From an optimization exercise on the open Yosys and OpenROAD flow, aimed at small area, a short achievable clock period and few clock cycles per item; shortcuts taken in it are not production practice.
No run shown here included a check of the RTL's function; only the layout flow was run.
Power figures rest on the tool's default switching activity, not on a simulated workload.

File: config.mk
export PLATFORM = sky130hd
export DESIGN_NAME = radio_pairing_slave_fsm_top
export DESIGN_NICKNAME = radio_pairing_slave_fsm_top
export VERILOG_FILES = /design/flow/design.v
export SDC_FILE = /design/flow/constraint.sdc
export NUM_CORES = 4
export LEC_CHECK = 0
export CAP_MARGIN = 20
export CORE_MARGIN = 2
export CORE_UTILIZATION = 65
export CTS_CLUSTER_DIAMETER = 100
export CTS_CLUSTER_SIZE = 24
export SETUP_SLACK_MARGIN = 2.5
export SLEW_MARGIN = 20
export SYNTH_HIERARCHICAL = 1
File: constraint.sdc
create_clock -name core_clock -period 5.5 [get_ports {clk}]
set_input_delay 1.1000 -clock core_clock [delete_from_list [all_inputs] [get_ports {clk}]]
set_output_delay 1.1000 -clock core_clock [all_outputs]
set_load 0.01 [all_outputs]
File: design.v
`timescale 1ns / 1ps
package rpsf_pkg;
	localparam int unsigned ADDR_W  = 40;
	localparam int unsigned WORD_W  = 32;
	localparam int unsigned TIME_W  = 32;
	localparam int unsigned TMO_W   = 16;
	localparam int unsigned COUNT_W = 8;
	localparam int unsigned LEN_W   = 6;
	localparam int unsigned CMD_W   = 8;
	localparam int unsigned PHASE_W = 3;
	localparam int unsigned CFG_IDX_W = 3;
	localparam logic [CMD_W-1:0] CMD_REQUEST_CODE  = 8'd1;
	localparam logic [CMD_W-1:0] CMD_RESPONSE_CODE = 8'd2;
	localparam logic [CMD_W-1:0] CMD_PING_CODE     = 8'd3;
	localparam logic [CMD_W-1:0] CMD_PONG_CODE     = 8'd4;
	localparam logic [LEN_W-1:0] RESPONSE_LENGTH   = 6'd6;
	localparam logic [LEN_W-1:0] VERIFY_LENGTH     = 6'd8;
	localparam logic KIND_REQUEST = 1'b0;
	localparam logic KIND_PONG    = 1'b1;
	localparam logic [ADDR_W-1:0]  DEFAULT_ADDRESS_RST = 40'd733295205870;
	localparam logic [WORD_W-1:0]  DEVICE_ID_RST       = 32'd272914040;
	localparam logic [WORD_W-1:0]  HOST_MAGIC_RST      = 32'd0;
	localparam logic [WORD_W-1:0]  SLAVE_MAGIC_RST     = 32'd0;
	localparam logic [COUNT_W-1:0] VERIFY_TARGET_RST   = 8'd5;
	localparam logic [TMO_W-1:0]   RESPONSE_TMO_RST    = 16'd100;
	localparam logic [TMO_W-1:0]   VERIFY_TMO_RST      = 16'd5000;
	localparam logic [TMO_W-1:0]   SILENT_DONE_RST     = 16'd3000;
	localparam logic [COUNT_W-1:0] COUNT_MAX = {COUNT_W{1'b1}};
	typedef enum logic [PHASE_W-1:0] {
		PH_IDLE   = 3'd0,
		PH_SEND   = 3'd1,
		PH_WAIT   = 3'd2,
		PH_VERIFY = 3'd3,
		PH_DONE   = 3'd4
	} phase_t;
	typedef enum logic [CFG_IDX_W-1:0] {
		REG_DEFAULT_ADDRESS = 3'd0,
		REG_DEVICE_ID       = 3'd1,
		REG_HOST_MAGIC      = 3'd2,
		REG_SLAVE_MAGIC     = 3'd3,
		REG_VERIFY_TARGET   = 3'd4,
		REG_RESPONSE_TMO    = 3'd5,
		REG_VERIFY_TMO      = 3'd6,
		REG_SILENT_DONE     = 3'd7
	} cfg_reg_t;
endpackage
`timescale 1ns / 1ps
module radio_pairing_slave_fsm_top (
	input  logic                                 clk,
	input  logic                                 arst_n,
	input  logic                                 cfg_we,
	input  logic [rpsf_pkg::CFG_IDX_W-1:0]       cfg_index,
	input  logic [rpsf_pkg::ADDR_W-1:0]          cfg_data,
	input  logic                                 poll_valid,
	output logic                                 poll_ready,
	input  logic                                 poll_enable,
	input  logic [rpsf_pkg::TIME_W-1:0]          poll_now_ms,
	input  logic                                 poll_rx_valid,
	input  logic [rpsf_pkg::LEN_W-1:0]           poll_rx_length,
	input  logic [rpsf_pkg::CMD_W-1:0]           poll_rx_command,
	input  logic [rpsf_pkg::WORD_W-1:0]          poll_rx_magic,
	input  logic [rpsf_pkg::ADDR_W-1:0]          poll_rx_granted_address,
	output logic                                 result_valid,
	input  logic                                 result_ready,
	output logic                                 result_send_valid,
	output logic                                 result_send_kind,
	output logic [rpsf_pkg::WORD_W-1:0]          result_send_word,
	output logic [rpsf_pkg::ADDR_W-1:0]          result_send_address,
	output logic [rpsf_pkg::ADDR_W-1:0]          result_link_address,
	output logic                                 result_rx_flush,
	output logic [rpsf_pkg::PHASE_W-1:0]         result_phase,
	output logic [rpsf_pkg::COUNT_W-1:0]         result_verify_count,
	output logic                                 result_finish
);
	logic [rpsf_pkg::ADDR_W-1:0]  default_address_q;
	logic [rpsf_pkg::WORD_W-1:0]  device_id_q;
	logic [rpsf_pkg::WORD_W-1:0]  host_magic_q;
	logic [rpsf_pkg::WORD_W-1:0]  slave_magic_q;
	logic [rpsf_pkg::COUNT_W-1:0] verify_target_q;
	logic [rpsf_pkg::TMO_W-1:0]   response_tmo_q;
	logic [rpsf_pkg::TMO_W-1:0]   verify_tmo_q;
	logic [rpsf_pkg::TMO_W-1:0]   silent_done_q;
	logic [rpsf_pkg::PHASE_W-1:0] phase_q;
	logic [rpsf_pkg::TIME_W-1:0]  time_q;
	logic [rpsf_pkg::COUNT_W-1:0] count_q;
	logic                         goal_q;
	logic [rpsf_pkg::ADDR_W-1:0]  link_q;
	logic                         valid_q;
	logic                         send_q;
	logic                         event_q;
	logic                         pong_q, request_q;
	logic                         init1_q, init2_q;
	logic [7:0]                   cfg_en;
	logic [rpsf_pkg::ADDR_W-1:0]  cfg_wd [8];
	logic                         fire;
	logic                         in_idle, in_send, in_wait, in_verify, in_done;
	logic                         resp_ok, ping_ok;
	logic [rpsf_pkg::TMO_W-1:0]   now_lo, now_hi, tim_lo, tim_hi;
	logic [rpsf_pkg::TMO_W-1:0]   hi_same, hi_next, csa_s, csa_c;
	logic                         lo_ok, hi_ne;
	logic [rpsf_pkg::TMO_W-1:0]   limit_n;
	logic [rpsf_pkg::COUNT_W-1:0] count_inc;
	logic [rpsf_pkg::PHASE_W-1:0] phase_d, phase_n, phase_x;
	logic                         lim_resp_q, lim_resp_d, lim_resp_n;
	logic                         goal_d, goal_n;
	logic [rpsf_pkg::TMO_W-1:0]   limit_n_q;
	logic                         cfg_wr_q;
	logic                         lo_cout, expired0, expired1;
	logic [rpsf_pkg::TMO_W-1:0]   ok_g, ok_p, csa_x, csa_o, csa_a, cs_y, cs_g, cs_p;
	logic [rpsf_pkg::PHASE_W-1:0] phase_d1, phase_d0;
	function automatic logic [rpsf_pkg::ADDR_W-1:0] cfg_rst(input int i);
		case (i)
			0: cfg_rst = rpsf_pkg::DEFAULT_ADDRESS_RST;
			1: cfg_rst = rpsf_pkg::ADDR_W'(rpsf_pkg::DEVICE_ID_RST);
			2: cfg_rst = rpsf_pkg::ADDR_W'(rpsf_pkg::HOST_MAGIC_RST);
			3: cfg_rst = rpsf_pkg::ADDR_W'(rpsf_pkg::SLAVE_MAGIC_RST);
			4: cfg_rst = rpsf_pkg::ADDR_W'(rpsf_pkg::VERIFY_TARGET_RST);
			5: cfg_rst = rpsf_pkg::ADDR_W'(rpsf_pkg::RESPONSE_TMO_RST);
			6: cfg_rst = rpsf_pkg::ADDR_W'(rpsf_pkg::VERIFY_TMO_RST);
			default: cfg_rst = rpsf_pkg::ADDR_W'(rpsf_pkg::SILENT_DONE_RST);
		endcase
	endfunction
	assign poll_ready = (!valid_q || result_ready) && !cfg_wr_q;
	assign fire       = poll_valid && poll_ready;
	always_ff @(posedge clk or negedge arst_n) begin
		if (!arst_n) begin
			init1_q <= 1'b0;
			init2_q <= 1'b0;
		end else begin
			init1_q <= 1'b1;
			init2_q <= init1_q;
		end
	end
	always_comb begin
		for (int i = 0; i < 8; i++) begin
			cfg_en[i] = !init1_q || (cfg_we && (cfg_index == i));
			cfg_wd[i] = (cfg_data & {rpsf_pkg::ADDR_W{init1_q}})
				| (cfg_rst(i) & {rpsf_pkg::ADDR_W{!init1_q}});
		end
	end
	always_ff @(posedge clk) begin
		if (cfg_en[rpsf_pkg::REG_DEFAULT_ADDRESS])
			default_address_q <= cfg_wd[rpsf_pkg::REG_DEFAULT_ADDRESS];
		if (cfg_en[rpsf_pkg::REG_DEVICE_ID])
			device_id_q <= cfg_wd[rpsf_pkg::REG_DEVICE_ID][rpsf_pkg::WORD_W-1:0];
		if (cfg_en[rpsf_pkg::REG_HOST_MAGIC])
			host_magic_q <= cfg_wd[rpsf_pkg::REG_HOST_MAGIC][rpsf_pkg::WORD_W-1:0];
		if (cfg_en[rpsf_pkg::REG_SLAVE_MAGIC])
			slave_magic_q <= cfg_wd[rpsf_pkg::REG_SLAVE_MAGIC][rpsf_pkg::WORD_W-1:0];
		if (cfg_en[rpsf_pkg::REG_VERIFY_TARGET])
			verify_target_q <= cfg_wd[rpsf_pkg::REG_VERIFY_TARGET][rpsf_pkg::COUNT_W-1:0];
		if (cfg_en[rpsf_pkg::REG_RESPONSE_TMO])
			response_tmo_q <= cfg_wd[rpsf_pkg::REG_RESPONSE_TMO][rpsf_pkg::TMO_W-1:0];
		if (cfg_en[rpsf_pkg::REG_VERIFY_TMO])
			verify_tmo_q <= cfg_wd[rpsf_pkg::REG_VERIFY_TMO][rpsf_pkg::TMO_W-1:0];
		if (cfg_en[rpsf_pkg::REG_SILENT_DONE])
			silent_done_q <= cfg_wd[rpsf_pkg::REG_SILENT_DONE][rpsf_pkg::TMO_W-1:0];
	end
	assign in_idle   = (phase_q == rpsf_pkg::PH_IDLE);
	assign in_send   = (phase_q == rpsf_pkg::PH_SEND);
	assign in_wait   = (phase_q == rpsf_pkg::PH_WAIT);
	assign in_verify = (phase_q == rpsf_pkg::PH_VERIFY);
	assign in_done   = (phase_q == rpsf_pkg::PH_DONE);
	assign resp_ok = poll_rx_valid && (poll_rx_length == rpsf_pkg::RESPONSE_LENGTH)
		&& (poll_rx_command == rpsf_pkg::CMD_RESPONSE_CODE);
	assign ping_ok = poll_rx_valid && (poll_rx_length == rpsf_pkg::VERIFY_LENGTH)
		&& (poll_rx_command == rpsf_pkg::CMD_PING_CODE) && (poll_rx_magic == host_magic_q);
	assign lim_resp_d = in_send || (in_wait && !resp_ok);
	assign goal_d     = (in_wait && resp_ok) ? 1'b0
		: ((in_verify && ping_ok) ? (goal_q || (count_inc >= verify_target_q)) : goal_q);
	assign lim_resp_n = fire ? lim_resp_d : lim_resp_q;
	assign goal_n     = fire ? goal_d : goal_q;
	rpsf_sel3 u_limit (.a(response_tmo_q), .b(silent_done_q), .c(verify_tmo_q),
		.sa(lim_resp_n), .sb(!lim_resp_n && goal_n), .sc(!lim_resp_n && !goal_n), .yn(limit_n));
	always_ff @(posedge clk) begin
		limit_n_q <= limit_n;
		cfg_wr_q  <= cfg_we;
	end
	assign now_lo  = poll_now_ms[rpsf_pkg::TMO_W-1:0];
	assign now_hi  = poll_now_ms[rpsf_pkg::TIME_W-1:rpsf_pkg::TMO_W];
	assign tim_lo  = time_q[rpsf_pkg::TMO_W-1:0];
	assign tim_hi  = time_q[rpsf_pkg::TIME_W-1:rpsf_pkg::TMO_W];
	assign ok_g    = {now_lo[rpsf_pkg::TMO_W-1:1] & ~tim_lo[rpsf_pkg::TMO_W-1:1], now_lo[0] | ~tim_lo[0]};
	assign ok_p    = now_lo | ~tim_lo;
	rpsf_carry16 u_lo_ok (.g(ok_g), .p(ok_p), .c(lo_ok));
	assign hi_same = ~(now_hi ^ tim_hi);
	assign hi_next = {hi_same[rpsf_pkg::TMO_W-1:1] ~^ (now_hi[rpsf_pkg::TMO_W-2:0] | ~tim_hi[rpsf_pkg::TMO_W-2:0]),
		~hi_same[0]};
	assign hi_ne   = lo_ok ? !(&hi_same) : !(&hi_next);
	rpsf_csa_pre u_csa_pre (.t(tim_lo), .l(limit_n_q), .x(csa_x), .o(csa_o), .a(csa_a));
	assign csa_s   = now_lo ^ csa_x;
	assign csa_c   = (now_lo & csa_o) | (~now_lo & csa_a);
	assign cs_y    = {csa_c[rpsf_pkg::TMO_W-2:0], 1'b1};
	assign cs_g    = csa_s & cs_y;
	assign cs_p    = csa_s | cs_y;
	rpsf_carry16 u_lo_cout (.g(cs_g), .p(cs_p), .c(lo_cout));
	assign expired0 = hi_ne || !(!csa_c[rpsf_pkg::TMO_W-1] ^ lo_ok);
	assign expired1 = hi_ne || (!csa_c[rpsf_pkg::TMO_W-1] ^ lo_ok);
	assign count_inc = (count_q != rpsf_pkg::COUNT_MAX) ? count_q + 1'b1 : count_q;
	always_comb begin
		phase_n = phase_q;
		phase_x = phase_q;
		if (!poll_enable) begin
			phase_n = rpsf_pkg::PH_IDLE;
			phase_x = rpsf_pkg::PH_IDLE;
		end else begin
			case (phase_q)
				rpsf_pkg::PH_IDLE: begin
					phase_n = rpsf_pkg::PH_SEND;
					phase_x = rpsf_pkg::PH_SEND;
				end
				rpsf_pkg::PH_SEND: begin
					phase_n = rpsf_pkg::PH_WAIT;
					phase_x = rpsf_pkg::PH_WAIT;
				end
				rpsf_pkg::PH_WAIT: begin
					phase_n = resp_ok ? rpsf_pkg::PH_VERIFY : rpsf_pkg::PH_WAIT;
					phase_x = resp_ok ? rpsf_pkg::PH_VERIFY : rpsf_pkg::PH_SEND;
				end
				rpsf_pkg::PH_VERIFY: begin
					phase_n = rpsf_pkg::PH_VERIFY;
					phase_x = ping_ok ? rpsf_pkg::PH_VERIFY
						: (goal_q ? rpsf_pkg::PH_DONE : rpsf_pkg::PH_SEND);
				end
				rpsf_pkg::PH_DONE: begin
					phase_n = rpsf_pkg::PH_DONE;
					phase_x = rpsf_pkg::PH_DONE;
				end
				default: begin
					phase_n = rpsf_pkg::PH_IDLE;
					phase_x = rpsf_pkg::PH_IDLE;
				end
			endcase
		end
	end
	assign phase_d1 = !fire ? phase_q : (expired1 ? phase_x : phase_n);
	assign phase_d0 = !fire ? phase_q : (expired0 ? phase_x : phase_n);
	for (genvar i = 0; i < rpsf_pkg::PHASE_W; i++) begin : ph_mux
		rpsf_mux2 u (.s(lo_cout), .a1(phase_d1[i]), .a0(phase_d0[i]), .y(phase_d[i]));
	end
	always_ff @(posedge clk or negedge arst_n) begin
		if (!arst_n) begin
			phase_q <= rpsf_pkg::PH_IDLE;
			count_q <= '0;
			valid_q <= 1'b0;
		end else begin
			phase_q <= phase_d;
			if (fire) begin
				if (poll_enable) begin
					if (in_idle || (in_wait && resp_ok))
						count_q <= '0;
					else if (in_verify && ping_ok)
						count_q <= count_inc;
				end
			end
			if (fire)
				valid_q <= 1'b1;
			else if (result_ready)
				valid_q <= 1'b0;
		end
	end
	always_ff @(posedge clk) begin
		if (!init2_q || (fire && poll_enable && (in_idle || in_send)))
			link_q <= default_address_q;
		else if (fire && poll_enable && in_wait && resp_ok)
			link_q <= poll_rx_granted_address;
	end
	always_ff @(posedge clk) begin
		if (fire) begin
			if (!((in_wait && !resp_ok) || (in_verify && !ping_ok)))
				time_q <= poll_now_ms;
			goal_q <= goal_d;
			lim_resp_q <= lim_resp_d;
			send_q  <= poll_enable && (in_send || (in_verify && ping_ok));
			request_q <= poll_enable && in_send;
			pong_q    <= poll_enable && in_verify && ping_ok;
			event_q <= poll_enable && ((in_wait && resp_ok) || in_done);
		end
	end
	assign result_valid        = valid_q;
	assign result_send_valid   = send_q;
	assign result_send_kind    = pong_q;
	assign result_send_word    = (slave_magic_q & {rpsf_pkg::WORD_W{pong_q}})
		| (device_id_q & {rpsf_pkg::WORD_W{request_q}});
	assign result_send_address = send_q ? link_q : '0;
	assign result_link_address = link_q;
	assign result_rx_flush     = event_q && !phase_q[2];
	assign result_phase        = phase_q;
	assign result_verify_count = count_q;
	assign result_finish       = event_q && phase_q[2];
endmodule
module rpsf_carry16 (
	input  logic [15:0] g,
	input  logic [15:0] p,
	output logic        c
);
	logic [7:0] g1n, p1n;
	logic [3:0] g2, p2;
	logic [1:0] g3n, p3n;
	logic       p4;
	for (genvar i = 0; i < 8; i++) begin : l1
		rpsf_gp_n u (.gh(g[2*i+1]), .ph(p[2*i+1]), .gl(g[2*i]), .pl(p[2*i]), .gn(g1n[i]), .pn(p1n[i]));
	end
	for (genvar i = 0; i < 4; i++) begin : l2
		rpsf_gp_p u (.ghn(g1n[2*i+1]), .phn(p1n[2*i+1]), .gln(g1n[2*i]), .pln(p1n[2*i]), .g(g2[i]), .p(p2[i]));
	end
	for (genvar i = 0; i < 2; i++) begin : l3
		rpsf_gp_n u (.gh(g2[2*i+1]), .ph(p2[2*i+1]), .gl(g2[2*i]), .pl(p2[2*i]), .gn(g3n[i]), .pn(p3n[i]));
	end
	rpsf_gp_p l4 (.ghn(g3n[1]), .phn(p3n[1]), .gln(g3n[0]), .pln(p3n[0]), .g(c), .p(p4));
endmodule
module rpsf_gp_n (
	input  logic gh, ph, gl, pl,
	output logic gn, pn
);
	assign gn = ~(gh | (ph & gl));
	assign pn = ~(ph & pl);
endmodule
module rpsf_gp_p (
	input  logic ghn, phn, gln, pln,
	output logic g, p
);
	assign g = ~(ghn & (phn | gln));
	assign p = ~(phn | pln);
endmodule
module rpsf_csa_pre (
	input  logic [15:0] t,
	input  logic [15:0] l,
	output logic [15:0] x,
	output logic [15:0] o,
	output logic [15:0] a
);
	assign x = ~t ^ l;
	assign o = ~t | l;
	assign a = ~t & l;
endmodule
module rpsf_mux2 (
	input  logic s, a1, a0,
	output logic y
);
	assign y = s ? a1 : a0;
endmodule
module rpsf_sel3 (
	input  logic [15:0] a, b, c,
	input  logic        sa, sb, sc,
	output logic [15:0] yn
);
	assign yn = ~((a & {16{sa}}) | (b & {16{sb}}) | (c & {16{sc}}));
endmodule
File: flow/run.sh
#!/bin/bash
# Standard layout with two changes:
#  - the port buffers are the smallest buffer (buf_1) instead of the one
#    buffer_ports picks by default;
#  - the slow four-input OR/NOR cells (and the 4-stack AOI/OAI) are added to
#    the don't-use list, so synthesis builds wide ORs from faster gates.
set -euo pipefail
export BUFFER_PORTS_ARGS="-buffer_cell sky130_fd_sc_hd__buf_1"
PLATFORM_DONT_USE="sky130_fd_sc_hd__lpflow_bleeder_1 sky130_fd_sc_hd__lpflow_clkbufkapwr_1 sky130_fd_sc_hd__lpflow_clkbufkapwr_16 sky130_fd_sc_hd__lpflow_clkbufkapwr_2 sky130_fd_sc_hd__lpflow_clkbufkapwr_4 sky130_fd_sc_hd__lpflow_clkbufkapwr_8 sky130_fd_sc_hd__lpflow_clkinvkapwr_1 sky130_fd_sc_hd__lpflow_clkinvkapwr_16 sky130_fd_sc_hd__lpflow_clkinvkapwr_2 sky130_fd_sc_hd__lpflow_clkinvkapwr_4 sky130_fd_sc_hd__lpflow_clkinvkapwr_8 sky130_fd_sc_hd__lpflow_decapkapwr_12 sky130_fd_sc_hd__lpflow_decapkapwr_3 sky130_fd_sc_hd__lpflow_decapkapwr_4 sky130_fd_sc_hd__lpflow_decapkapwr_6 sky130_fd_sc_hd__lpflow_decapkapwr_8 sky130_fd_sc_hd__lpflow_inputiso0n_1 sky130_fd_sc_hd__lpflow_inputiso0p_1 sky130_fd_sc_hd__lpflow_inputiso1n_1 sky130_fd_sc_hd__lpflow_inputiso1p_1 sky130_fd_sc_hd__lpflow_inputisolatch_1 sky130_fd_sc_hd__lpflow_isobufsrc_1 sky130_fd_sc_hd__lpflow_isobufsrc_16 sky130_fd_sc_hd__lpflow_isobufsrc_2 sky130_fd_sc_hd__lpflow_isobufsrc_4 sky130_fd_sc_hd__lpflow_isobufsrc_8 sky130_fd_sc_hd__lpflow_isobufsrckapwr_16 sky130_fd_sc_hd__lpflow_lsbuf_lh_hl_isowell_tap_1 sky130_fd_sc_hd__lpflow_lsbuf_lh_hl_isowell_tap_2 sky130_fd_sc_hd__lpflow_lsbuf_lh_hl_isowell_tap_4 sky130_fd_sc_hd__lpflow_lsbuf_lh_isowell_4 sky130_fd_sc_hd__lpflow_lsbuf_lh_isowell_tap_1 sky130_fd_sc_hd__lpflow_lsbuf_lh_isowell_tap_2 sky130_fd_sc_hd__lpflow_lsbuf_lh_isowell_tap_4 sky130_fd_sc_hd__probe_p_8 sky130_fd_sc_hd__probec_p_8 "
EXTRA_DONT_USE="sky130_fd_sc_hd__a2111o_1 sky130_fd_sc_hd__a2111o_2 sky130_fd_sc_hd__a2111o_4 sky130_fd_sc_hd__a2111oi_0 sky130_fd_sc_hd__a2111oi_1 sky130_fd_sc_hd__a2111oi_2 sky130_fd_sc_hd__a2111oi_4 sky130_fd_sc_hd__nor4_1 sky130_fd_sc_hd__nor4_2 sky130_fd_sc_hd__nor4_4 sky130_fd_sc_hd__nor4b_1 sky130_fd_sc_hd__nor4b_2 sky130_fd_sc_hd__nor4b_4 sky130_fd_sc_hd__nor4bb_1 sky130_fd_sc_hd__nor4bb_2 sky130_fd_sc_hd__nor4bb_4 sky130_fd_sc_hd__o2111a_1 sky130_fd_sc_hd__o2111a_2 sky130_fd_sc_hd__o2111a_4 sky130_fd_sc_hd__o2111ai_1 sky130_fd_sc_hd__o2111ai_2 sky130_fd_sc_hd__o2111ai_4 sky130_fd_sc_hd__or4_1 sky130_fd_sc_hd__or4_2 sky130_fd_sc_hd__or4_4 sky130_fd_sc_hd__or4b_1 sky130_fd_sc_hd__or4b_2 sky130_fd_sc_hd__or4b_4 sky130_fd_sc_hd__or4bb_1 sky130_fd_sc_hd__or4bb_2 sky130_fd_sc_hd__or4bb_4"
bash standard.sh DONT_USE_CELLS="$PLATFORM_DONT_USE $EXTRA_DONT_USE" finish > standard_flow.log 2>&1
File: standard.sh
#!/bin/bash
# synth_recipe.tcl (not shown) runs the flow's synth.tcl, then flattens the netlist and writes it again
# the make line also repeats each setting of config.mk as NAME=value (left out here)
make -C /OpenROAD-flow-scripts/flow DESIGN_CONFIG=/design/flow/config.mk WORK_HOME=/design/flow/orfs CLKGATE_MAP_FILE= SYNTH_SCRIPT=/design/flow/synth_recipe.tcl "${@:-finish}"
==> results of run 1 <==
state kept, by name, indices dropped and copies added (netlist names), 3 cells and up:
name,count
slave_magic_q,32
limit_n_q,16
device_id_q,32
verify_tmo_q,16
count_q,8
host_magic_q,32
time_q,32
silent_done_q,16
default_address_q,40
link_q,40
phase_q,3
verify_target_q,8
response_tmo_q,16
layout by cell type, fill, tap and decap left out, types with 5 or more instances in the layout:
| cell | n |
|---|---|
| a21oi_1 | 10 |
| a21oi_2 | 21 |
| a222oi_1 | 16 |
| a22o_1 | 33 |
| and2_1 | 79 |
| buf_1 | 280 |
| buf_4 | 32 |
| buf_6 | 6 |
| clkbuf_1 | 10 |
| clkbuf_16 | 17 |
| clkbuf_2 | 10 |
| dfrtp_1 | 11 |
| dfxtp_1 | 19 |
| edfxtp_1 | 268 |
| ha_1 | 54 |
| inv_1 | 71 |
| mux2_2 | 40 |
| mux2i_1 | 18 |
| nand2_1 | 53 |
| nand2b_1 | 51 |
| nand2b_4 | 5 |
| nand3_1 | 10 |
| nand4_1 | 13 |
| nor2_1 | 41 |
| nor2_4 | 5 |
| nor2b_1 | 18 |
| nor3_1 | 7 |
| o21ai_0 | 12 |
| o21ai_2 | 11 |
| xnor2_1 | 45 |
| xor2_1 | 23 |
routing by layer:
layer  share of wire (%)  global-route usage [%]
met5               0.048                       0
met4                 2.6                   7.103
met3                 8.8                   5.667
met2                  49                   47.89
met1                  40                   38.58
timing repair:
action / CTS / global route
endpoints found under the hold margin: 0 / 0
cloned: 3 / 0
setup buffers: 23 / 6
gates resized for setup: 29 / 34
endpoints found under the setup margin: 127 / 68
pin swaps: 16 / 28
report_power, final:
part	internal (mW)	switching (mW)	total, mW	leakage [nW]
combinational	0.589	0.809	1.40	3.13
sequential	2.76	0.162	2.93	2.86
clock	0.588	0.707	1.30	0.228
through the flow:
stage / power (mW) / instances
2_1_floorplan: 3.873 / 1040
3_3_place_gp: 4.227 / 1590
3_5_place_dp: 4.280 / 1591
4_1_cts: 5.588 / 1645
5_1_grt: 5.872 / 1653
6_report: 5.619 / 1654
final cells by class:
type | count | area (sq um)
inverter | 72 | 270.3
antenna | 1 | 2.502
fill | 1375 | 4534
tap | 275 | 344.1
clock inverter | 1 | 16.27
sequential | 301 | 8782
clock buffer | 27 | 462.9
timing repair buffer | 339 | 1572
multi-input combinational | 638 | 5104
worst max-delay path by stage:
stage	start	to	slack, ps
2_1_floorplan	poll_rx_command[7]	link_q[0]	2350
3_3_place_gp	poll_rx_magic[15]	time_q[2]	1730
3_5_place_dp	poll_rx_magic[18]	time_q[0]	1660
4_1_cts	poll_rx_length[0]	limit_n_q[1]	2480
5_1_grt	count_q[0]	limit_n_q[1]	2330
6_report	poll_rx_command[5]	limit_n_q[1]	2450
==> qor.csv, run 1 <==
stage,metric,value,unit
worst_setup_path,Critical Path End Type,flip-flop,
worst_setup_path,Worst path depth,10,
sta,Final Hold Viols,0,
cts,CTS sink cnt,301,
routing,drt initial violations,821,
floorplanning,# rows,53,
worst_setup_path,CP max FO,7,
cts,CTS max path bufs,3,
worst_setup_path,"Critical Path, Cell by Cell",buf_1 -> nor2_4 -> nand4_1 -> or3_4 -> or3_4 -> o21ai_1 -> a21bo_2 -> nor2b_4 -> buf_6 -> a222oi_1,
cells_and_area,Final #Nets,1592,
floorplanning,initial core utilization,66.23,%
routing,Routed WL,33440,um
worst_setup_path,cell mode on critical path,or3_4,
placement,RD Place Congestion,0.8487,
worst_setup_path,R2R Path Start,count_q[3],
routing,drt pass-1 iters,8,
floorplanning,Core Region,21090,sq um
worst_setup_path,"Buf+Inv Stages, Crit Path",2,
routing,DRC violations left,0,
routing,average vias per placed instance,5.668,
floorplanning,Die Span X,150.6,um
synth,Mapped Area,13970,sq um
cts,CTS Root Buffer Type,clkbuf_16,
cells_and_area,area delta synth->final,18.52,%
worst_setup_path,R2R cell count,14,
sta,# setup viols final,0,
routing,Routed Antenna Nets,0,
cells_and_area,fraction of layout cells with a size suffix above 1,14.95,%
worst_setup_path,Worst path slowest cell,a222oi_1,
placement,Place WS,1656,ps
cts,H-tree level count,1,
placement,post-DP HPWL,22930,um
cts,Post-CTS Hold Fix Bufs,0,
run_status,status,"complete, no violations",
global_routing,largest net degree at the start of global routing,41,
hold_path,Worst Hold Path EP,limit_n_q[6],
cts,Worst-path clk slew,90,ps
sta,RSZ-0062 raised after global routing,yes,
sta,Hold Slack,448.6,ps
sta,setup TNS,0,ps
floorplanning,Chip Height,150.6,um
worst_setup_path,Setup Crit Path Kind,in2reg,
synth,cells after synthesis,1040,
sta,fin crit period,3055,ps
worst_setup_path,Reg2Reg Setup Slack,2470,ps
hold_path,Tightest Hold Check Type,reg2reg,
placement,IO Port Bufs,296,
global_routing,first-pass GRT wire length,48290,um
synth,Synth Net Count,1264,
worst_setup_path,crit start category,primary input,
power_and_ir_drop,P per Cell Area,339.4,nW/um^2
global_routing,gr usage total,28.50,%
synth,Ys Warns,8,
sta,highest clock rate,327.4,MHz
synth,Post-Syn Area per Cell,13.43,sq um
routing,per-cell routed wire length,20.22,um
sta,Final Skew,15.71,ps
hold_path,critical hold path startpoint,verify_tmo_q[6],
cells_and_area,final instance area,16550,sq um
worst_setup_path,Crit path required time,5850,ps
sta,setup ws final,2445,ps
power_and_ir_drop,Leak Pwr,6.221,nW
flow_run,max_cap viols,0,
floorplanning,num ports,297,
sta,max-slew violations,0,
cts,Inserted Clock Buffers,16,
power_and_ir_drop,Peak VDD IR,271.1,uV
placement,Placed Area,15500,sq um
sta,period utilisation layout,55.54,%
worst_setup_path,capturing point of the worst reg2reg path,limit_n_q[1],
global_routing,vias in the first global route,8948,
cells_and_area,Final Util,78.50,%
sta,worst-margin pin slew,942.9,ps
worst_setup_path,Crit path max-delay family,simple AND/OR/NAND/NOR gates,
routing,via count,9375,
worst_setup_path,max incr delay on CP,440,ps
floorplanning,die footprint,22680,sq um
sta,Slew headroom,37.13,%
global_routing,Overflow after GRT,0,
hold_path,WHS Path Cells,1,
cts,CTS tree,built,
global_routing,initial antenna violation count,2,
cts,Clock Latency Late Sink,510,ps
worst_setup_path,Worst EP arrival,3410,ps
==> inputs of run 2 (changes only) <==
--- a/design.v
+++ b/design.v
@@ -97,17 +97,19 @@
 	logic                         resp_ok, ping_ok;
 	logic [rpsf_pkg::TMO_W-1:0]   now_lo, now_hi, tim_lo, tim_hi;
 	logic [rpsf_pkg::TMO_W-1:0]   hi_same, hi_next, csa_s, csa_c;
-	logic                         lo_ok, hi_ne;
+	logic                         lo_ok;
 	logic [rpsf_pkg::TMO_W-1:0]   limit_n;
 	logic [rpsf_pkg::COUNT_W-1:0] count_inc;
 	logic [rpsf_pkg::PHASE_W-1:0] phase_d, phase_n, phase_x;
 	logic                         lim_resp_q, lim_resp_d, lim_resp_n;
 	logic                         goal_d, goal_n;
 	logic [rpsf_pkg::TMO_W-1:0]   limit_n_q;
-	logic                         cfg_wr_q;
-	logic                         lo_cout, expired0, expired1;
+	logic                         cfg_ok_q, idle_ok_q, valid_d;
+	logic                         late_ok, eq0, eq1, k15;
+	logic [2:0]                   sel_f0, sel_f1_l0, sel_f1_l1, sel_l0, sel_l1, sel_lim;
+	logic [rpsf_pkg::PHASE_W-1:0] phase_d00, phase_d01, phase_d10, phase_d11, phase_c0, phase_c1;
+	logic                         lo_cout;
 	logic [rpsf_pkg::TMO_W-1:0]   ok_g, ok_p, csa_x, csa_o, csa_a, cs_y, cs_g, cs_p;
-	logic [rpsf_pkg::PHASE_W-1:0] phase_d1, phase_d0;
 	function automatic logic [rpsf_pkg::ADDR_W-1:0] cfg_rst(input int i);
 		case (i)
 			0: cfg_rst = rpsf_pkg::DEFAULT_ADDRESS_RST;
@@ -120,7 +122,7 @@
 			default: cfg_rst = rpsf_pkg::ADDR_W'(rpsf_pkg::SILENT_DONE_RST);
 		endcase
 	endfunction
-	assign poll_ready = (!valid_q || result_ready) && !cfg_wr_q;
+	rpsf_ao21 u_ready (.a(idle_ok_q), .b(result_ready), .c(cfg_ok_q), .y(poll_ready));
 	assign fire       = poll_valid && poll_ready;
 	always_ff @(posedge clk or negedge arst_n) begin
 		if (!arst_n) begin
@@ -168,13 +170,32 @@
 	assign lim_resp_d = in_send || (in_wait && !resp_ok);
 	assign goal_d     = (in_wait && resp_ok) ? 1'b0
 		: ((in_verify && ping_ok) ? (goal_q || (count_inc >= verify_target_q)) : goal_q);
-	assign lim_resp_n = fire ? lim_resp_d : lim_resp_q;
-	assign goal_n     = fire ? goal_d : goal_q;
+	function automatic logic [2:0] lim_sel(input logic resp, input logic goal);
+		lim_sel = {resp, !resp && goal, !resp && !goal};
+	endfunction
+	assign late_ok   = in_wait ? resp_ok : ping_ok;
+	assign sel_f0    = lim_sel(lim_resp_q, goal_q);
+	assign sel_f1_l0 = lim_sel(in_send || in_wait, goal_q);
+	assign sel_f1_l1 = lim_sel(in_send, !in_wait && (goal_q || (in_verify && (count_inc >= verify_target_q))));
+	assign sel_l0    = fire ? sel_f1_l0 : sel_f0;
+	assign sel_l1    = fire ? sel_f1_l1 : sel_f0;
+	for (genvar i = 0; i < 3; i++) begin : lim_mux
+		rpsf_mux2 u (.s(late_ok), .a1(sel_l1[i]), .a0(sel_l0[i]), .y(sel_lim[i]));
+	end
 	rpsf_sel3 u_limit (.a(response_tmo_q), .b(silent_done_q), .c(verify_tmo_q),
-		.sa(lim_resp_n), .sb(!lim_resp_n && goal_n), .sc(!lim_resp_n && !goal_n), .yn(limit_n));
+		.sa(sel_lim[2]), .sb(sel_lim[1]), .sc(sel_lim[0]), .yn(limit_n));
 	always_ff @(posedge clk) begin
 		limit_n_q <= limit_n;
-		cfg_wr_q  <= cfg_we;
+	end
+	assign valid_d = fire || (valid_q && !result_ready);
+	always_ff @(posedge clk or negedge arst_n) begin
+		if (!arst_n) begin
+			cfg_ok_q  <= 1'b1;
+			idle_ok_q <= 1'b1;
+		end else begin
+			cfg_ok_q  <= !cfg_we;
+			idle_ok_q <= !valid_d && !cfg_we;
+		end
 	end
 	assign now_lo  = poll_now_ms[rpsf_pkg::TMO_W-1:0];
 	assign now_hi  = poll_now_ms[rpsf_pkg::TIME_W-1:rpsf_pkg::TMO_W];
@@ -186,7 +207,8 @@
 	assign hi_same = ~(now_hi ^ tim_hi);
 	assign hi_next = {hi_same[rpsf_pkg::TMO_W-1:1] ~^ (now_hi[rpsf_pkg::TMO_W-2:0] | ~tim_hi[rpsf_pkg::TMO_W-2:0]),
 		~hi_same[0]};
-	assign hi_ne   = lo_ok ? !(&hi_same) : !(&hi_next);
+	assign eq0     = &hi_same;
+	assign eq1     = &hi_next;
 	rpsf_csa_pre u_csa_pre (.t(tim_lo), .l(limit_n_q), .x(csa_x), .o(csa_o), .a(csa_a));
 	assign csa_s   = now_lo ^ csa_x;
 	assign csa_c   = (now_lo & csa_o) | (~now_lo & csa_a);
@@ -194,8 +216,7 @@
 	assign cs_g    = csa_s & cs_y;
 	assign cs_p    = csa_s | cs_y;
 	rpsf_carry16 u_lo_cout (.g(cs_g), .p(cs_p), .c(lo_cout));
-	assign expired0 = hi_ne || !(!csa_c[rpsf_pkg::TMO_W-1] ^ lo_ok);
-	assign expired1 = hi_ne || (!csa_c[rpsf_pkg::TMO_W-1] ^ lo_ok);
+	assign k15 = csa_c[rpsf_pkg::TMO_W-1];
 	assign count_inc = (count_q != rpsf_pkg::COUNT_MAX) ? count_q + 1'b1 : count_q;
 	always_comb begin
 		phase_n = phase_q;
@@ -233,10 +254,14 @@
 			endcase
 		end
 	end
-	assign phase_d1 = !fire ? phase_q : (expired1 ? phase_x : phase_n);
-	assign phase_d0 = !fire ? phase_q : (expired0 ? phase_x : phase_n);
+	assign phase_d00 = !fire ? phase_q : ((!eq1 || k15) ? phase_x : phase_n);
+	assign phase_d01 = !fire ? phase_q : ((!eq1 || !k15) ? phase_x : phase_n);
+	assign phase_d10 = !fire ? phase_q : ((!eq0 || !k15) ? phase_x : phase_n);
+	assign phase_d11 = !fire ? phase_q : ((!eq0 || k15) ? phase_x : phase_n);
 	for (genvar i = 0; i < rpsf_pkg::PHASE_W; i++) begin : ph_mux
-		rpsf_mux2 u (.s(lo_cout), .a1(phase_d1[i]), .a0(phase_d0[i]), .y(phase_d[i]));
+		rpsf_mux2 u0 (.s(lo_ok), .a1(phase_d10[i]), .a0(phase_d00[i]), .y(phase_c0[i]));
+		rpsf_mux2 u1 (.s(lo_ok), .a1(phase_d11[i]), .a0(phase_d01[i]), .y(phase_c1[i]));
+		rpsf_mux2 u (.s(lo_cout), .a1(phase_c1[i]), .a0(phase_c0[i]), .y(phase_d[i]));
 	end
 	always_ff @(posedge clk or negedge arst_n) begin
 		if (!arst_n) begin
@@ -253,10 +278,7 @@
 						count_q <= count_inc;
 				end
 			end
-			if (fire)
-				valid_q <= 1'b1;
-			else if (result_ready)
-				valid_q <= 1'b0;
+			valid_q <= valid_d;
 		end
 	end
 	always_ff @(posedge clk) begin
@@ -347,3 +369,9 @@
 );
 	assign yn = ~((a & {16{sa}}) | (b & {16{sb}}) | (c & {16{sc}}));
 endmodule
+module rpsf_ao21 (
+	input  logic a, b, c,
+	output logic y
+);
+	assign y = a | (b & c);
+endmodule
==> qor.csv, run 2 <==
stage,metric,value,unit,change
worst_setup_path,Crit path required time,5880,ps,was 5850 ps
sta,# setup viols final,0,,unchanged
cells_and_area,"commonest non-fill, non-tap cell in the layout",buf_1,,unchanged
cells_and_area,final instance area,16670,sq um,"was 16,550 sq um"
floorplanning,Core Region,21760,sq um,"was 21,090 sq um"
cells_and_area,area delta synth->final,16.20,%,was 18.52%
worst_setup_path,CP Capture Point,limit_n_q[11],,was limit_n_q[1]
routing,Routed Antenna Nets,0,,unchanged
placement,post-DP HPWL,23950,um,"was 22,930 um"
cells_and_area,Final #Nets,1623,,"was 1,592"
global_routing,global routing usage on met2,46.02,%,was 47.89%
floorplanning,# rows,54,,was 53
worst_setup_path,CP max FO,16,,was 7
floorplanning,Die Span X,152.6,um,was 150.6 um
worst_setup_path,R2R cell count,12,,was 14
worst_setup_path,Worst EP arrival,3480,ps,was 3410 ps
placement,RD Place Congestion,0.8362,,was 0.8487
worst_setup_path,Reg2Reg Setup Slack,2410,ps,was 2470 ps
cts,H-tree level count,1,,unchanged
placement,Placed Area,15940,sq um,"was 15,500 sq um"
worst_setup_path,"Critical Path, Cell by Cell",buf_1 -> xnor2_1 -> nand4_1 -> and4bb_2 -> and3_4 -> inv_1 -> o21ai_4 -> mux2_4 -> a222oi_1,,was buf_1 -> nor2_4 -> nand4_1 -> or3_4 -> or3_4 -> o21ai_1 -> a21bo_2 -> nor2b_4 -> buf_6 -> a222oi_1
synth,cells after synthesis,1080,,"was 1,040"
hold_path,Tightest Hold Check Type,reg2reg,,unchanged
global_routing,gr usage total,28.34,%,was 28.50%
routing,per-cell routed wire length,20.00,um,was 20.22 um
sta,RSZ-0062 raised after global routing,yes,,unchanged
global_routing,largest net degree at the start of global routing,40,,was 41
global_routing,Overflow after GRT,0,,unchanged
run_status,status,"complete, no violations",,unchanged
worst_setup_path,Critical Path End Type,flip-flop,,unchanged
placement,IO Port Bufs,296,,unchanged
sta,Final Skew,18.23,ps,was 15.71 ps
cts,CTS max path bufs,3,,unchanged
sta,max-slew violations,0,,unchanged
routing,average vias per placed instance,5.742,,was 5.668
global_routing,GRT met3 Usage,5.546,%,was 5.667%
worst_setup_path,Crit path max-delay family,simple AND/OR/NAND/NOR gates,,unchanged
cts,Clock Latency Late Sink,510,ps,about the same
routing,drt pass-1 iters,8,,unchanged
cts,Worst-path clk slew,90,ps,about the same
routing,via count,9710,,"was 9,375"
worst_setup_path,crit path from,poll_rx_magic[4],,was poll_rx_command[5]
power_and_ir_drop,Peak VDD IR,253.2,uV,was 271.1 uV
sta,period utilisation layout,56.42,%,was 55.54%
synth,Synth Net Count,1304,,"was 1,264"
cells_and_area,fraction of layout cells with a size suffix above 1,12.49,%,was 14.95%
global_routing,M1 GR Usage,39.12,%,was 38.58%
flow_run,max_cap viols,0,,unchanged
worst_setup_path,max incr delay on CP,470,ps,was 440 ps
worst_setup_path,Worst path slowest cell,a222oi_1,,unchanged
global_routing,vias in the first global route,9236,,"was 8,948"
worst_setup_path,Setup Crit Path Kind,in2reg,,unchanged
worst_setup_path,Worst path depth,9,,was 10
sta,fin crit period,3103,ps,was 3055 ps
global_routing,initial antenna violation count,4,,was 2
global_routing,first-pass GRT wire length,50920,um,"was 48,290 um"
worst_setup_path,R2R Path Start,count_q[4],,was count_q[3]
floorplanning,die footprint,23280,sq um,"was 22,680 sq um"
sta,worst-margin pin slew,991.1,ps,was 942.9 ps
floorplanning,num ports,297,,unchanged
cells_and_area,most frequent cells in the layout,"buf_1 (296), edfxtp_1 (270), and2_1 (80), inv_1 (76), ha_1 (54)",,"was buf_1 (280), edfxtp_1 (268), and2_1 (79), inv_1 (71), ha_1 (54)"
floorplanning,initial core utilization,65.95,%,was 66.23%
sta,highest clock rate,322.2,MHz,was 327.4 MHz
power_and_ir_drop,P per Cell Area,325.6,nW/um^2,was 339.4 nW/um^2
cts,CTS tree,built,,unchanged
synth,Mapped Area,14350,sq um,"was 13,970 sq um"
cts,Post-CTS Hold Fix Bufs,0,,unchanged
global_routing,grt peak-use layer,met2,,unchanged
sta,setup TNS,0,ps,unchanged
cts,Inserted Clock Buffers,16,,unchanged
cells_and_area,top flop regs,"default_address_q x40, link_q x40",,unchanged
synth,Post-Syn Area per Cell,13.29,sq um,was 13.43 sq um
cts,CTS Root Buffer Type,clkbuf_16,,unchanged
power_and_ir_drop,Leak Pwr,6.200,nW,was 6.221 nW
worst_setup_path,"Buf+Inv Stages, Crit Path",2,,unchanged
routing,DRC violations left,0,,unchanged
routing,drt initial violations,876,,was 821
synth,Ys Warns,8,,unchanged
floorplanning,Chip Height,152.6,um,was 150.6 um
routing,Routed WL,33820,um,"was 33,440 um"
worst_setup_path,crit start category,primary input,,unchanged
cts,CTS sink cnt,302,,was 301
sta,Final Hold Viols,0,,unchanged
sta,Slew headroom,33.93,%,was 37.13%
worst_setup_path,capturing point of the worst reg2reg path,limit_n_q[9],,was limit_n_q[1]
cells_and_area,Filler cells,1424,,"was 1,375"
-- run 2: what timing repair did --
action                                  CTS  global route
endpoints found under the hold margin     0             0
pin swaps                                18            15
endpoints found under the setup margin   62            76
gates resized for setup                   7             8
setup buffers                            11            10
cloned                                    2             0
-- run 2: worst reg2reg max path: stages, from the launching register on --
cell and delay (ps):
dfrtp_2 410, nand4_1 190, nor3_4 290, mux2_4 350, ha_4 210, a21o_1 160
a21o_1 160, a21oi_2 130, o21ai_2 100, a32o_2 240, mux2_4 310, buf_6 140
a222oi_1 310
-- run 2: worst min-delay path by stage --
| stage | slack (ps) | endpoint | cells past startpoint | start |
|---|---|---|---|---|
| after floorplan | 350 | init2_q | 0 | init1_q |
| after global placement | 410 | limit_n_q[10] | 1 | verify_tmo_q[10] |
| after detailed placement | 420 | limit_n_q[9] | 1 | verify_tmo_q[9] |
| after CTS | 440 | limit_n_q[9] | 1 | verify_tmo_q[9] |
| after global routing | 450 | limit_n_q[9] | 1 | verify_tmo_q[9] |
| final | 430 | limit_n_q[9] | 1 | verify_tmo_q[9] |
-- run 2: per-layer routing --
metal | up-vias | share of wire, %
met5 | - | 0.080
met4 | 4 | 3.2
met2 | 438 | 48
met1 | 4657 | 41
met3 | 66 | 8.4
li1 | 4545 | -
-- run 2: cell type report --
type	instances	area, sq um	share of cell area, %
diodes	2	5.005	0.03002
flip-flops and latches	302	8838	53.01
multi-input cells	671	5281	31.67
repair buffers	331	1441	8.645
clock inverters	3	31.28	0.1876
inverters	77	291.5	1.748
well taps	280	350.3	2.101
clock buffers	25	434.2	2.604
-- run 2: stage by stage --
step | setup WS [ps] | hold WS [ps] | instances | power, mW | utilization (%)
after floorplan | 2501 | 351.9 | 1080 | 3.782 | -
after global placement | 1723 | 414.9 | 1635 | 4.126 | 72.98
after detailed placement | 1622 | 420.9 | 1637 | 4.179 | 73.25
after CTS | 2373 | 439.0 | 1678 | 5.432 | 76.01
after global routing | 2252 | 449.5 | 1690 | 5.658 | 76.63
final | 2397 | 431.2 | 1691 | 5.428 | 76.64
-- run 2: power by group --
group | switching, mW | internal, mW | total, mW
combinational | 0.723 | 0.536 | 1.26
clock | 0.705 | 0.559 | 1.26
sequential | 0.152 | 2.75 | 2.91
==> inputs of run 3 (changes only) <==
--- a/design.v
+++ b/design.v
@@ -367,7 +367,18 @@
 	input  logic        sa, sb, sc,
 	output logic [15:0] yn
 );
-	assign yn = ~((a & {16{sa}}) | (b & {16{sb}}) | (c & {16{sc}}));
+	logic [15:0] an, bn, cn;
+	rpsf_nand2x16 u_a (.x(a), .s(sa), .yn(an));
+	rpsf_nand2x16 u_b (.x(b), .s(sb), .yn(bn));
+	rpsf_nand2x16 u_c (.x(c), .s(sc), .yn(cn));
+	assign yn = an & bn & cn;
+endmodule
+module rpsf_nand2x16 (
+	input  logic [15:0] x,
+	input  logic        s,
+	output logic [15:0] yn
+);
+	assign yn = ~(x & {16{s}});
 endmodule
 module rpsf_ao21 (
 	input  logic a, b, c,
==> qor.csv, run 3 <==
stage,metric,value,unit,change
run_status,status,"complete, no violations",,unchanged
global_routing,largest net degree at the start of global routing,75,,was 40
cts,H-tree level count,1,,unchanged
hold_path,Worst Hold Path EP,limit_n_q[7],,was limit_n_q[9]
floorplanning,initial core utilization,66.50,%,was 65.95%
worst_setup_path,Critical Path End Type,flip-flop,,unchanged
sta,Slew headroom,27.90,%,was 33.93%
cts,Inserted Clock Buffers,16,,unchanged
power_and_ir_drop,Power Total,5.507,mW,was 5.428 mW
global_routing,gr usage total,28.97,%,was 28.34%
worst_setup_path,Worst EP arrival,3420,ps,was 3480 ps
synth,Post-Syn Area per Cell,12.87,sq um,was 13.29 sq um
cts,Post-CTS Hold Fix Bufs,0,,unchanged
worst_setup_path,R2R Path Start,count_q[3],,was count_q[4]
cts,CTS max path bufs,3,,unchanged
cells_and_area,area delta synth->final,15.93,%,was 16.20%
routing,via count,9864,,"was 9,710"
cells_and_area,fraction of layout cells with a size suffix above 1,13.28,%,was 12.49%
placement,Placed Area,16040,sq um,"was 15,940 sq um"
cts,CTS tree,built,,unchanged
hold_path,WHS Path Cells,2,,was 1
worst_setup_path,crit start category,primary input,,unchanged
sta,fin crit period,2984,ps,was 3103 ps
worst_setup_path,CP max FO,16,,unchanged
global_routing,GRT met3 Usage,6.060,%,was 5.546%
cts,Clock Latency Late Sink,510,ps,about the same
placement,Place WS,1725,ps,was 1622 ps
power_and_ir_drop,Peak VDD IR,316.0,uV,was 253.2 uV
sta,Final Skew,18.83,ps,was 18.23 ps
routing,Routed WL,34880,um,"was 33,820 um"
cts,CTS Root Buffer Type,clkbuf_16,,unchanged
global_routing,vias in the first global route,9475,,"was 9,236"
synth,Ys Warns,8,,unchanged
cts,CTS sink cnt,302,,unchanged
sta,Hold Slack,534.7,ps,was 431.2 ps
sta,setup ws final,2516,ps,was 2397 ps
synth,cells after synthesis,1131,,"was 1,080"
placement,RD Place Congestion,0.9289,,was 0.8362
routing,Routed Antenna Nets,0,,unchanged
cts,Worst-path clk slew,90,ps,about the same
sta,setup TNS,0,ps,unchanged
cells_and_area,top flop regs,"default_address_q x40, link_q x40",,unchanged
worst_setup_path,capturing point of the worst reg2reg path,limit_n_q[10],,was limit_n_q[9]
hold_path,critical hold path startpoint,silent_done_q[7],,was verify_tmo_q[9]
sta,Final Hold Viols,0,,unchanged
power_and_ir_drop,combinational share of power,24.1,%,was 23.2%
power_and_ir_drop,Power Internal,3.888,mW,was 3.849 mW
sta,worst-margin pin slew,1077,ps,was 991.1 ps
worst_setup_path,Reg2Reg Setup Slack,2520,ps,was 2410 ps
global_routing,global routing usage on met2,48.00,%,was 46.02%
sta,period utilisation layout,54.25,%,was 56.42%
routing,average vias per placed instance,5.692,,was 5.742
global_routing,M1 GR Usage,39.39,%,was 39.12%
placement,placed cells,1684,,"was 1,637"
floorplanning,Die Span X,153.7,um,was 152.6 um
floorplanning,num ports,297,,unchanged
power_and_ir_drop,Clk pwr share,23.3,%,about the same
power_and_ir_drop,net switching fraction of the power,29.40,%,was 29.10%
sta,highest clock rate,335.2,MHz,was 322.2 MHz
routing,drt initial violations,729,,was 876
cells_and_area,Final Non-Filler Cells,1733,,"was 1,691"
hold_path,Tightest Hold Check Type,reg2reg,,unchanged
sta,# setup viols final,0,,unchanged
floorplanning,# rows,54,,unchanged
cells_and_area,most frequent cells in the layout,"buf_1 (296), edfxtp_1 (270), nand2_1 (89), and2_1 (80), inv_1 (76)",,"was buf_1 (296), edfxtp_1 (270), and2_1 (80), inv_1 (76), ha_1 (54)"
routing,DRC violations left,0,,unchanged
floorplanning,Chip Height,153.7,um,was 152.6 um
placement,post-DP HPWL,23510,um,"was 23,950 um"
power_and_ir_drop,P per Cell Area,326.3,nW/um^2,was 325.6 nW/um^2
cells_and_area,Final #Nets,1667,,"was 1,623"
global_routing,initial antenna violation count,0,,was 4
global_routing,grt peak-use layer,met2,,unchanged
power_and_ir_drop,P_sw,1.619,mW,was 1.580 mW
cells_and_area,# diodes,0,,was 2
worst_setup_path,R2R cell count,12,,unchanged
placement,IO Port Bufs,296,,unchanged
global_routing,Overflow after GRT,0,,unchanged
worst_setup_path,Setup Crit Path Kind,in2reg,,unchanged
cells_and_area,"commonest non-fill, non-tap cell in the layout",buf_1,,unchanged
power_and_ir_drop,sequential power share,52.6,%,was 53.5%
synth,Mapped Area,14560,sq um,"was 14,350 sq um"
synth,Synth Net Count,1355,,"was 1,304"
worst_setup_path,Crit path required time,5940,ps,was 5880 ps
routing,drt pass-1 iters,5,,was 8
global_routing,first-pass GRT wire length,52600,um,"was 50,920 um"
power_and_ir_drop,Leak Pwr,6.324,nW,was 6.200 nW
cells_and_area,Final Util,77.10,%,was 76.64%
floorplanning,Core Region,21890,sq um,"was 21,760 sq um"
sta,RSZ-0062 raised after global routing,yes,,unchanged
sta,max-slew violations,0,,unchanged
cells_and_area,final instance area,16880,sq um,"was 16,670 sq um"
routing,per-cell routed wire length,20.13,um,was 20.00 um
flow_run,max_cap viols,0,,unchanged
floorplanning,die footprint,23610,sq um,"was 23,280 sq um"
## run 3: power by group through the flow
stage / registers, mW / clock network, mW / logic, mW
after floorplan: 2.90 / 0 / 0.917
after detailed placement: 2.95 / 0 / 1.25
after global placement: 2.94 / 0 / 1.21
final: 2.90 / 1.28 / 1.33
after global routing: 2.92 / 1.37 / 1.45
after CTS: 2.90 / 1.29 / 1.30
## run 3: cell type report
type	count	area, sq um
Fill cell	1440	5014
Clock buffer	26	459.2
Multi-Input combinational cell	721	5532
Sequential cell	302	8838
Clock inverter	2	13.76
Timing Repair Buffer	325	1394
Tap cell	280	350.3
Inverter	77	290.3
## run 3: how the worst max path moves through the flow
| stage | from | end | slack [ps] | cells after the start |
|---|---|---|---|---|
| after floorplan | cfg_index[2] | device_id_q[0] | 2270 | 2 |
| after global placement | poll_rx_command[0] | link_q[20] | 1780 | 6 |
| after detailed placement | poll_rx_command[7] | link_q[24] | 1730 | 7 |
| after CTS | result_ready | link_q[24] | 2470 | 8 |
| after global routing | count_q[3] | limit_n_q[10] | 2420 | 12 |
| final | poll_rx_command[7] | limit_n_q[10] | 2520 | 9 |
## run 3: metal layers
layer	up-vias	part of all wire [%]
li1	4628	-
met1	4707	40
met2	458	48
met3	71	8.8
met4	0	3.2
met5	-	0
## run 3: timing repair
action,in CTS,in global routing
gates resized for setup,11,23
endpoints found under the setup margin,94,87
pin swaps,11,14
gates cloned,4,0
setup buffers,13,4
## run 3: worst max-delay path, stage by stage
cell and delay, ps:
buf_1 80, nor2_1 110, nand4_1 230, nor3_1 510, nand2_1 380, o21ai_4 230, mux2_4 450, nand2_1 110
and3_4 200
==> inputs of run 4 (changes only) <==
--- a/config.mk
+++ b/config.mk
@@ -10,6 +10,6 @@
 export CORE_UTILIZATION = 65
 export CTS_CLUSTER_DIAMETER = 100
 export CTS_CLUSTER_SIZE = 24
-export SETUP_SLACK_MARGIN = 2.5
+export SETUP_SLACK_MARGIN = 2.8
 export SLEW_MARGIN = 20
 export SYNTH_HIERARCHICAL = 1
==> qor.csv, run 4 <==
stage,metric,value,unit,change
cts,CTS tree,built,,unchanged
power_and_ir_drop,Clk pwr share,22.7,%,was 23.3%
sta,RSZ-0062 raised after global routing,yes,,unchanged
cells_and_area,Final Non-Filler Cells,1749,,"was 1,733"
worst_setup_path,Crit path max-delay family,compound AO/OA/AOI/OAI gates,,was simple AND/OR/NAND/NOR gates
placement,RD Place Congestion,0.8954,,was 0.9289
worst_setup_path,Crit path required time,5960,ps,was 5940 ps
hold_path,WHS Path Cells,2,,unchanged
power_and_ir_drop,P per Cell Area,320.1,nW/um^2,was 326.3 nW/um^2
sta,period utilisation layout,53.89,%,was 54.25%
routing,met1 WL,13820,um,"was 13,950 um"
routing,Top Layer Used,met5,,was met4
routing,drt pass-1 iters,6,,was 5
cells_and_area,"commonest non-fill, non-tap cell in the layout",buf_1,,unchanged
hold_path,critical hold path startpoint,silent_done_q[1],,was silent_done_q[7]
cts,H-tree level count,1,,unchanged
placement,post-DP HPWL,24850,um,"was 23,510 um"
floorplanning,# rows,54,,unchanged
synth,Synth Net Count,1355,,unchanged
sta,fin crit period,2964,ps,was 2984 ps
cts,Inserted Clock Buffers,16,,unchanged
routing,via count,10040,,"was 9,864"
routing,DRC violations left,0,,unchanged
worst_setup_path,crit path from,count_q[0],,was poll_rx_command[7]
routing,Routed Antenna Nets,0,,unchanged
power_and_ir_drop,Power Internal,3.914,mW,was 3.888 mW
flow_run,max_cap viols,0,,unchanged
power_and_ir_drop,combinational share of power,25.1,%,was 24.1%
worst_setup_path,"Buf+Inv Stages, Crit Path",0,,was 1
power_and_ir_drop,Peak VDD IR,251.9,uV,was 316.0 uV
sta,# setup viols final,0,,unchanged
cts,CTS max path bufs,3,,unchanged
worst_setup_path,capturing point of the worst reg2reg path,limit_n_q[12],,was limit_n_q[10]
cells_and_area,top flop regs,"default_address_q x40, link_q x40",,unchanged
power_and_ir_drop,sequential power share,52.3,%,was 52.6%
routing,per-cell routed wire length,20.78,um,was 20.13 um
cells_and_area,fraction of layout cells with a size suffix above 1,18.05,%,was 13.28%
global_routing,Overflow after GRT,0,,unchanged
routing,Routed WL,36350,um,"was 34,880 um"
power_and_ir_drop,Leak Pwr,6.494,nW,was 6.324 nW
cells_and_area,area delta synth->final,19.72,%,was 15.93%
cells_and_area,Final #Nets,1682,,"was 1,667"
sta,Slew headroom,28.74,%,was 27.90%
worst_setup_path,Reg2Reg Setup Slack,2540,ps,was 2520 ps
global_routing,first-pass GRT wire length,53740,um,"was 52,600 um"
sta,setup TNS,0,ps,unchanged
routing,average vias per placed instance,5.739,,was 5.692
global_routing,gr usage total,29.88,%,was 28.97%
hold_path,Worst Hold Path EP,limit_n_q[1],,was limit_n_q[7]
floorplanning,num ports,297,,unchanged
synth,Post-Syn Area per Cell,12.87,sq um,unchanged
synth,Mapped Area,14560,sq um,unchanged
sta,Final Hold Viols,0,,unchanged
worst_setup_path,max incr delay on CP,400,ps,was 510 ps
cells_and_area,Filler cells,1343,,"was 1,440"
hold_path,Tightest Hold Check Type,reg2reg,,unchanged
power_and_ir_drop,net switching fraction of the power,29.85,%,was 29.40%
global_routing,vias in the first global route,9762,,"was 9,475"
cts,Clock Latency Late Sink,510,ps,about the same
floorplanning,die footprint,23610,sq um,unchanged
placement,IO Port Bufs,296,,unchanged
run_status,status,"complete, no violations",,unchanged
worst_setup_path,crit start category,flip-flop,,was primary input
floorplanning,Chip Height,153.7,um,unchanged
power_and_ir_drop,P_sw,1.666,mW,was 1.619 mW
worst_setup_path,"Critical Path, Cell by Cell",ha_4 -> nand2_4 -> nor3_4 -> mux2_4 -> ha_4 -> a21o_1 -> a21o_1 -> a21oi_2 -> o21ai_2 -> a32o_2 -> mux2_4 -> nand2_2 -> and3_4,,was buf_1 -> nor2_1 -> nand4_1 -> nor3_1 -> nand2_1 -> o21ai_4 -> mux2_4 -> nand2_1 -> and3_4
worst_setup_path,Setup Crit Path Kind,reg2reg,,was in2reg
floorplanning,Core Region,21890,sq um,unchanged
routing,length of routed met2 wiring,17780,um,"was 16,740 um"
sta,Final Skew,26.16,ps,was 18.83 ps
global_routing,largest net degree at the start of global routing,39,,was 75
synth,cells after synthesis,1131,,unchanged
sta,highest clock rate,337.4,MHz,was 335.2 MHz
worst_setup_path,CP max FO,8,,was 16
worst_setup_path,Worst EP arrival,3420,ps,about the same
worst_setup_path,Worst path slowest cell,dfrtp_2,,was nor3_1
sta,worst-margin pin slew,1065,ps,was 1077 ps
routing,drt initial violations,865,,was 729
worst_setup_path,Critical Path End Type,flip-flop,,unchanged
sta,max-slew violations,0,,unchanged
cts,CTS Root Buffer Type,clkbuf_16,,unchanged
synth,Ys Warns,8,,unchanged
worst_setup_path,R2R Path Start,count_q[0],,was count_q[3]
cells_and_area,most frequent cells in the layout,"buf_1 (288), edfxtp_1 (270), nand2_1 (85), and2_1 (80), inv_1 (65)",,"was buf_1 (296), edfxtp_1 (270), nand2_1 (89), and2_1 (80), inv_1 (76)"
worst_setup_path,R2R cell count,13,,was 12
floorplanning,Die Span X,153.7,um,unchanged
cts,Post-CTS Hold Fix Bufs,0,,unchanged
cts,Worst-path clk slew,100,ps,was 90 ps
global_routing,initial antenna violation count,3,,was 0
placement,placed cells,1684,,unchanged
floorplanning,initial core utilization,66.50,%,unchanged
routing,WL met3,3386,um,was 3078 um
cts,CTS sink cnt,302,,unchanged
run 4: stage by stage:
step	total power [mW]	utilization, %	setup slack (ps)	hold WS (ps)	instance area [sq um]
detailed placement	4.242	74.70	1633	528.0	16350
CTS	5.550	78.46	2594	526.8	17180
global route	5.827	79.62	2433	562.9	17430
finish	5.580	79.62	2536	527.0	17430
global placement	4.189	74.58	1726	521.4	16330
floorplan	3.853	-	2551	351.9	14970
run 4: timing repair:
item                                    in CTS  in global routing
setup buffers                               22                  9
endpoints found under the setup margin     194                118
pin swaps                                   21                 28
hold endpoints to repair                     0                  0
gates cloned                                 5                  0
resized for setup                           29                 47
run 4: cell type report:
| class | instances | area, sq um | area share (%) |
|---|---|---|---|
| diodes | 1 | 2.502 | 0.01436 |
| clock buffers | 26 | 437.9 | 2.513 |
| clock inverters | 2 | 27.53 | 0.1579 |
| inverters | 77 | 316.6 | 1.816 |
| multi-input cells | 722 | 5862 | 33.63 |
| flip-flops and latches | 302 | 8838 | 50.71 |
| well taps | 280 | 350.3 | 2.010 |
| repair buffers | 339 | 1594 | 9.146 |
run 4: per-layer routing:
metal	up-vias	track usage [%]
met5	-	0
met4	4	10.70
met3	79	6.454
met2	481	49.69
met1	4810	39.21
li1	4663	-
run 4: worst min-delay path: stages (launching register included):
cell      delay [ps]
edfxtp_1         330
nand2_1           40
and3_1           130
run 4: power groups by stage:
stage	Clock (mW)	Sequential, mW	Combinational, mW
detailed placement	0	2.96	1.28
global route	1.36	2.94	1.53
global placement	0	2.95	1.24
CTS	1.28	2.91	1.36
finish	1.26	2.92	1.40
floorplan	0	2.91	0.944
run 4: worst max-delay path by stage:
| stage | depth (start not counted) | endpoint | slack [ps] |
|---|---|---|---|
| 5_1_grt | 13 | limit_n_q[12] | 2430 |
| 4_1_cts | 12 | limit_n_q[2] | 2590 |
| 3_5_place_dp | 8 | link_q[27] | 1630 |
| 3_3_place_gp | 8 | link_q[17] | 1730 |
| 2_1_floorplan | 6 | time_q[0] | 2550 |
| 6_report | 13 | limit_n_q[12] | 2540 |

[static timing again, ports no longer ideal]
The results above use ideal ports. As a check the final layouts listed here were re-extracted and re-timed, cells and wires unchanged.
Step 1 assumes that a clkbuf_16 drives the clock port and a buf_2 every other input.
Step 2, shift: input delay + t, output delay - t, t = (earliest + latest rising clock arrival at the registers) / 2. This alone moves slack from input paths to output paths.
Three values: ideal, step 1, step 2; two values: the first two.
run | t, ns | setup WS [ns] | slew at the worst register clock pin (ns) | pins driven straight from the clock port
run 1 | 0.548 | 2.445 / 2.467 / 1.921 | 0.10 / 0.10 | 1
run 2 | 0.551 | 2.397 / 2.413 / 1.872 | 0.10 / 0.10 | 1
run 3 | 0.542 | 2.516 / 2.523 / 1.992 | 0.10 / 0.10 | 1
run 4 | 0.548 | 2.536 / 2.536 / 2.059 | 0.10 / 0.10 | 1
After both steps setup and hold are still met in every run listed. For run 2, which loses most, drivers alone change the setup slack by +0.016 ns; drivers and shift together by -0.525 ns.
